This is an optimization exercise on Yosys and OpenROAD, whose aim is small area, a short achievable clock period and few clock cycles per item, not a production implementation.
Only simulation tests tie the RTL to the original design; equivalence was not proved.
Power and IR drop assume default switching activity.

Setup of violet:
## tx_zc_phase_gen
module tx_zc_phase_gen #(
    parameter int NZC_W  = tx_zc_pkg::ZC_NZC_W_DEF,
    parameter int OUT_W  = tx_zc_pkg::ZC_OUT_W_DEF,
    parameter int INV_W  = tx_zc_pkg::ZC_INV_W_DEF,
    parameter int PH_W   = NZC_W + 5
) (
    input  logic             sys_clk,
    input  logic             rst,
    input  logic             start,
    input  logic             abort,
    input  logic [NZC_W-1:0] zc_N_zc,
    input  logic [NZC_W-1:0] zc_len,
    input  logic [NZC_W-1:0] zc_start_index,
    input  logic [PH_W-1:0]  zc_Q,
    input  logic [PH_W-1:0]  zc_P,
    input  logic [INV_W-1:0] zc_inv_T,
    input  logic             theta_ready,
    output logic             theta_valid,
    output logic [OUT_W-1:0] theta_data,
    output logic             theta_last,
    output logic             busy,
    output logic             cfg_err
);
Size: ~0.028 sq mm of cells after synthesis.
Settings: LEC_CHECK=0, CAP_MARGIN=5, CORE_MARGIN=2, CORE_UTILIZATION=40, CTS_BUF_LIST=sky130_fd_sc_hd__clkbuf_8, CTS_CLUSTER_DIAMETER=60, CTS_CLUSTER_SIZE=20, SETUP_SLACK_MARGIN=4.9, SLEW_MARGIN=5, TNS_END_PERCENT=10; clock period 8.0 ns.
standard.sh (not shown) runs the stock make flow with config.mk's settings and CLKGATE_MAP_FILE= SYNTH_SCRIPT=/design/flow/synth_recipe.tcl, a recipe that flattens the netlist after the stock synthesis.
==> flow/flow/run.sh <==
#!/bin/bash
# The standard layout, with the ports buffered by buf_1 cells instead of the
# default choice of buffer cell.
set -euo pipefail
export BUFFER_PORTS_ARGS="-buffer_cell sky130_fd_sc_hd__buf_1"
bash standard.sh > standard.log 2>&1
Testbench counts of violet, summed over its fixed seeds: cycles 47,060, items 46,621.
Relative to violet, the following input files were edited for fjord:
--- a/flow/config.mk
+++ b/flow/config.mk
@@ -13,4 +13,4 @@
 export CTS_CLUSTER_SIZE = 20
-export SETUP_SLACK_MARGIN = 4.9
+export SETUP_SLACK_MARGIN = 4.5
 export SLEW_MARGIN = 5
-export TNS_END_PERCENT = 10
+export TNS_END_PERCENT = 5
==> comparison <==
- Of violet and fjord, violet shows the higher global-route total usage across every layer, with fjord below it.
- NOTE number of instances resized during post-cts repair violet->fjord decreased by more than half
- fjord vs. violet: number of fill cells saw an increase; number of buffer and inverter stages on the critical path dropped 1; first-pass GRT wire length moved down.
- In summary, violet completed successfully, with a layout that passed the timing, design-rule and antenna checks.
- fjord finished every stage and its layout cleared the timing, design-rule and antenna checks.
## Diff of input files: maple against fjord
--- a/flow/config.mk
+++ b/flow/config.mk
@@ -11,6 +11,6 @@
 export CTS_BUF_LIST = sky130_fd_sc_hd__clkbuf_8
-export CTS_CLUSTER_DIAMETER = 60
-export CTS_CLUSTER_SIZE = 20
+export CTS_CLUSTER_DIAMETER = 70
+export CTS_CLUSTER_SIZE = 24
 export SETUP_SLACK_MARGIN = 4.5
 export SLEW_MARGIN = 5
-export TNS_END_PERCENT = 5
+export TNS_END_PERCENT = 20
## What came out
Area taken by multi-input logic gates: maple vs fjord — no meaningful difference. Between maple and fjord, the difference in sequential share of cell area is negligible. For core utilization, fjord and maple come out practically identical. fjord → maple: combinational power did not really move, switching component of the power went down, total of flip-flops plus latches after synthesis did not really move. Looking at number of fill cells, maple sits 0.67% higher than fjord does. Maximum frequency came out higher on maple than on fjord. fjord and maple ended up with roughly the same total routed wirelength. Summary of the comparison: global routing met2 resource utilization is higher in maple, relative to fjord. On post-route standard cell area excluding fillers, maple and fjord are neck and neck.
diff inputs: maple => sierra
--- a/flow/config.mk
+++ b/flow/config.mk
@@ -11,6 +11,6 @@
 export CTS_BUF_LIST = sky130_fd_sc_hd__clkbuf_8
-export CTS_CLUSTER_DIAMETER = 70
-export CTS_CLUSTER_SIZE = 24
-export SETUP_SLACK_MARGIN = 4.5
+export CTS_CLUSTER_DIAMETER = 60
+export CTS_CLUSTER_SIZE = 20
+export SETUP_SLACK_MARGIN = 4.4
 export SLEW_MARGIN = 5
-export TNS_END_PERCENT = 20
+export TNS_END_PERCENT = 10
## What came out
For maple and sierra, there was not a single run that failed to finish clean. Leakage power (sierra vs. maple) decreases slightly. Max worst relative slew slack across maple and sierra: sierra. Diff maple -> sierra: share of the clock period used by the worst path after layout +0.70 points; core utilization of the finished layout ~0 delta.

port drivers added, routing unchanged:
How much do the figures lean on ideal ports? The routed layouts below were timed once more, with nothing changed but the port constraints. Step 1 assumes that a clkbuf_16 drives the clock port and a buf_2 every other input. Step 2 also shifts input and output timing later by t, the mid clock arrival at the registers, as if the neighbouring blocks saw the same clock. a / b / c = ideal ports / drivers / drivers and shift; a / b = the first two.
| run | t, ns | setup WS [ns] | worst setup path at the end | cell pins on the clock port's net |
|---|---|---|---|---|
| violet | 0.689 | 4.425 / 4.428 / 3.739 | input to register | 1 |
| fjord | 0.682 | 4.382 / 4.416 / 3.734 | input to register | 1 |
| maple | 0.732 | 4.442 / 4.467 / 3.749 | input to register | 1 |
| sierra | 0.685 | 4.386 / 4.400 / 3.735 | input to register | 1 |
After both steps setup and hold are still met in every run listed. For maple, which loses most, drivers alone change the setup slack by +0.025 ns; drivers and shift together by -0.693 ns.
